What follows belongs to an exercise in optimizing a design on an open flow for small area, a short achievable clock period and few clock cycles; a production flow would make more cautious choices.
Only simulation tests tie the RTL to the original design; equivalence was not proved.

## flow/design.v (module list and top-level ports; edited modules follow where they fit)
// module freq_table: 338 lines
// module state_divider: 172 lines
// module rans_step: 3806 lines
// module byte_queue: 56 lines
// module rans_encoder: 193 lines
module rans_encoder (
	input  logic  clk,
	input  logic  rst,
	input  logic  start,
	input  logic  tbl_valid,
	input  logic [8:0] tbl_freq,
	input  logic  s_tvalid,
	output logic  s_tready,
	input  logic [7:0] s_tdata,
	input  logic  s_tlast,
	output logic  m_tvalid,
	input  logic  m_tready,
	output logic [7:0] m_tdata,
	output logic  m_tlast,
	output logic  table_bad,
	output logic  done
);
  // ...
==> flow/run.sh <==
#!/bin/bash
# synth_recipe.tcl (not shown) runs the flow's synth.tcl, then flattens the netlist and writes it again
# the make line also repeats each setting of config.mk as NAME=value (left out here)
make -C /OpenROAD-flow-scripts/flow DESIGN_CONFIG=/design/flow/config.mk WORK_HOME=/design/flow/orfs CLKGATE_MAP_FILE= SYNTH_SCRIPT=/design/flow/synth_recipe.tcl finish
==> flow/config.mk <==
export PLATFORM = sky130hd
export DESIGN_NAME = rans_encoder
export DESIGN_NICKNAME = rans_encoder
export VERILOG_FILES = /design/flow/design.v
export SDC_FILE = /design/flow/constraint.sdc
export NUM_CORES = 4
export LEC_CHECK = 0
export ABC_AREA = 1
export CAP_MARGIN = 20
export CORE_MARGIN = 2
export CORE_UTILIZATION = 40
export CTS_CLUSTER_DIAMETER = 70
export CTS_CLUSTER_SIZE = 24
export SETUP_SLACK_MARGIN = 2.0
export SLEW_MARGIN = 20
export SYNTH_MEMORY_MAX_BITS = 16384
==> flow/constraint.sdc <==
create_clock -name core_clock -period 6.0 [get_ports {clk}]
set_input_delay 1.2000 -clock core_clock [delete_from_list [all_inputs] [get_ports {clk}]]
set_output_delay 1.2000 -clock core_clock [all_outputs]
set_load 0.01 [all_outputs]
==> results_dict.tcl, run 1 <==
set metrics [dict create \
    cp-endpoint "rans_step_i.s2_m12_1" \
    post-synth-top-count-cell "nand2_1" \
    dominant_cells "multi-input combinational cells" \
    wl_met1_mm 135 \
    yosys_warnings 14 \
    drt_wl_total_mm 343 \
    post-cts-setup-buffers 173 \
    status "no timing/DRC/antenna violations" \
    yosysTopAreaCellShare_pct 21.9 \
    fin_skew_ns 0.0681 \
    holdBufCountCts 0 \
    grt_util_met1_pct 38.6 \
    grt_max_degree 186 \
    dr_wl_met3_mm 35.2 \
    fin_crit_ns 4.41 \
    top_register "freq_table_i.nz" \
    ys_top_cells_by_area "edfxtp_1, dfxtp_1, fa_1" \
    slew_headroom_pct 21.3 \
    fill_cells 21100 \
    cts_made_buffers 98 \
    worst-path-buf-inv 2 \
    synth_area_per_cell_um2 8.42 \
    top_layer "met5" \
    stdcell_count 13600 \
]
Testbench counts, summed over its fixed seeds: cycles 27,738.
==> run 2, diff against run 1 <==
--- a/flow/config.mk
+++ b/flow/config.mk
@@ -11,6 +11,6 @@
 export CORE_UTILIZATION = 40
 export CTS_CLUSTER_DIAMETER = 70
 export CTS_CLUSTER_SIZE = 24
-export SETUP_SLACK_MARGIN = 2.0
+export SETUP_SLACK_MARGIN = 2.3
 export SLEW_MARGIN = 20
 export SYNTH_MEMORY_MAX_BITS = 16384
==> results_dict.tcl, run 2 <==
set metrics [dict create \
    crit_fanout 6 \
    wire_per_inst_um 25.3 \
    post-synth-top-count-cell "nand2_1" \
    reg2reg_depth 18 \
    fin_crit_ns 4.30 \
    grt_use_total_pct 30.0 \
    clockBufferDepth 3 \
    gp_congestion 1.01 \
    post-route-drc-count 0 \
    synthTopCellsByCount "nand2_1, inv_1, nand3_1, dfxtp_1, edfxtp_1" \
    synthCells 10500 \
    finalHoldViolCount 0 \
    clk_pin_slew_ns 0.09 \
    cts-root-buf "clkbuf_16" \
    min_path_cells 0 \
    synth-compound-area-share_pct 11.7 \
    synth_top_cell_by_area "edfxtp_1" \
    grt_pass1_wl_mm 506 \
    r2r_end "rans_step_i.s2_m18_1" \
    port_buffers 36 \
    regToRegStartpoint "rans_step_i.s1_c48_1" \
    fin_skew_ns 0.0696 \
    synthesis.nets 11400 \
    synth_top_family_by_area "simple AND/OR/NAND/NOR gates" \
    chipWidth_um 474 \
    synth-adder-area-share_pct 17.0 \
    worst_pin_slew_ns 1.11 \
    wl_met1_mm 137 \
    firstDrtPassIters 9 \
    dr_wl_met3_mm 34.0 \
    fin_setup_tns_ns 0 \
    multi_input_area_um2 54500 \
    maxCapViolCount 0 \
    clock-sinks 1356 \
    nNetsFinal 11900 \
    crit_chain "fa_1 > ha_4 > a21oi_2 > o21ai_1 > a21oi_1 > nand3_4 > nand2_4 > nand2_2 > a21o_1 > and2_4 > o21ai_4 > nand3_2 > nand2_1 > nand2_1 > nand2_2 > ha_4 > fa_2 > fa_2" \
    h-tree-depth 3 \
    synth_area_per_cell_um2 8.42 \
    mostFrequentLayoutCells "nand2_1, inv_1, dfxtp_1" \
    area_growth_pct 24.3 \
    top_regs "freq_table_i.nz: 256 flops, freq_table_i.bp: 240 flops, freq_table_i.pn: 123 flops" \
    top_layer "met5" \
    drt_wl_total_mm 353 \
    slew_headroom_pct 25.7 \
    startpoint "rans_step_i.s1_c48_1" \
    largest_register_ffs 256 \
    ys_seq_area_share_pct 38.1 \
    cp-endpoint "rans_step_i.s2_m18_1" \
    critPathLaunchType "flop" \
    grt_pass1_vias 77500 \
    cp.required_ns 6.66 \
    drive_gt1_share_pct 23.1 \
    cts_tree "built" \
    yosys_warnings 14 \
    clock_latency_ns 0.80 \
    synthesis.area_um2 88200 \
    yosysUniqueCellTypes 69 \
    row_count 172 \
    layout_commonest_cell "nand2_1" \
    fill_cells 20300 \
    ant_nets 0 \
    worstSetupPathType "flop to flop" \
    holdCritPathClass "flop to flop" \
    overflow 0 \
    critical_path.max_stage_delay_ns 0.61 \
    top_register "freq_table_i.nz" \
    antenna_found_initial 17 \
    ys_seq_elements 1356 \
    critPathSlowestCell "fa_1" \
    ff2ff_setup_slack_ns 1.70 \
    worst-path-buf-inv 0 \
    status "no timing/DRC/antenna violations" \
    wl_met2_mm 157 \
    slew_violations 0 \
    crit_family "adder cells" \
    yosys.area_share.simple_pct 19.2 \
    setup_viol 0 \
    arrival_ns 4.96 \
    async_flop_share_pct 0 \
    synth_mux_area_share_pct 0.261 \
    end_kind "flop" \
    dp.final_hpwl_mm 244 \
    ioPinCount 37 \
    max_freq_mhz 233 \
    drtIter0Drc 9293 \
    crit_cells 18 \
    yosys_most_used_dff "dfxtp_1" \
    vias 81100 \
    die_area_um2 224000 \
    rsz0062_at_grt "yes" \
    dieHeight_um 474 \
    final_core_util_pct 50.0 \
    holdBufCountCts 0 \
    synth-xor-area-share_pct 5.18 \
    ys_top_cells_by_area "edfxtp_1, dfxtp_1, fa_1" \
    grt_max_degree 115 \
    start_util_pct 40.2 \
    drt-vias-per-instance 5.81 \
    fin_crit_sh_pct 71.6 \
    regArea_um2 33700 \
    yosysTopAreaCellShare_pct 21.9 \
    synth_edf_count 644 \
    cts_made_buffers 96 \
    core-area_um2 220000 \
]
run 2: area by class of cell:
class	count	area share [%]
multi-input cells	7170	49.7
flip-flops and latches	1356	30.7
repair buffers	887	7.63
inverters	1480	5.45
well taps	2871	3.28
clock buffers	117	2.32
clock inverters	65	0.845
repair inverters	10	0.0639
diodes	2	0.00456
run 2: timing repair:
action | in CTS | in global routing
pin swaps | 272 | 473
cloned | 22 | 7
buffers inserted | 329 | 293
resized for setup | 819 | 1072
setup endpoints to repair | 391 | 371
run 2: metrics by stage:
step | cell area, µm² | hold slack (ns) | cells | setup slack [ns]
finish | 110000 | 0.287 | 14000 | 1.70
global route | 110000 | 0.307 | 14000 | 1.59
CTS | 103000 | 0.284 | 13700 | 1.79
detailed placement | 92800 | 0.313 | 13100 | 1.31
global placement | 92800 | 0.311 | 13100 | 1.41
floorplan | 89100 | 0.310 | 10500 | 0.852
run 2: cell families (layout without fill, tap and decap cells):
kind of cell,Yosys count,after routing
and+or+nand+nor,3989,3999
adders and majority gates,912,912
xor gates and xnor gates,522,522
AOI/OAI and AO/OA,1713,1714
other,0,2
DFF,1356,1356
muxes,23,23
buffers and inverters,1960,2559
run 2: how the worst min path moves through the flow:
stage,startpoint,end
floorplan,freq_table_i.ga_q[0],freq_table_i.ga5_q[0]
CTS,freq_table_i.gb_q[4],freq_table_i.gb5_q[4]
finish,freq_table_i.gb_q[4],freq_table_i.gb5_q[4]
global route,freq_table_i.gb_q[4],freq_table_i.gb5_q[4]
global placement,freq_table_i.l4,freq_table_i.l5
detailed placement,freq_table_i.l4,freq_table_i.l5
run 2: layer usage:
layer / vias up / global-route usage [%]
met1: 39200 / 38.8
met2: 4661 / 47.2
met3: 1335 / 5.72
met4: 14 / 16.3
li1: 35900 / -
met5: - / 0

==> separate check: timing with driven ports <==
No port has a modelled driver above. Below, the same layouts with a new extraction and two added sets of constraints. Step 1: set_driving_cell puts a clkbuf_16 on clk and a buf_2 on each other input, an assumption about the parent block. Step 2 times the ports against the registers' clock, not the clock port: input delays grow and output delays shrink by t, the midpoint of the rising clock arrivals with the driver on. a / b / c = ideal / step 1 / step 2; a / b = the first two.
run	shift t [ns]	slack for setup (ns)	slew at the worst register clock pin (ns)
run 1	0.858	1.585 / 1.585 / 1.585	0.10 / 0.10
run 2	0.861	1.703 / 1.703 / 1.703	0.10 / 0.10
After both steps setup and hold are still met in every run listed.
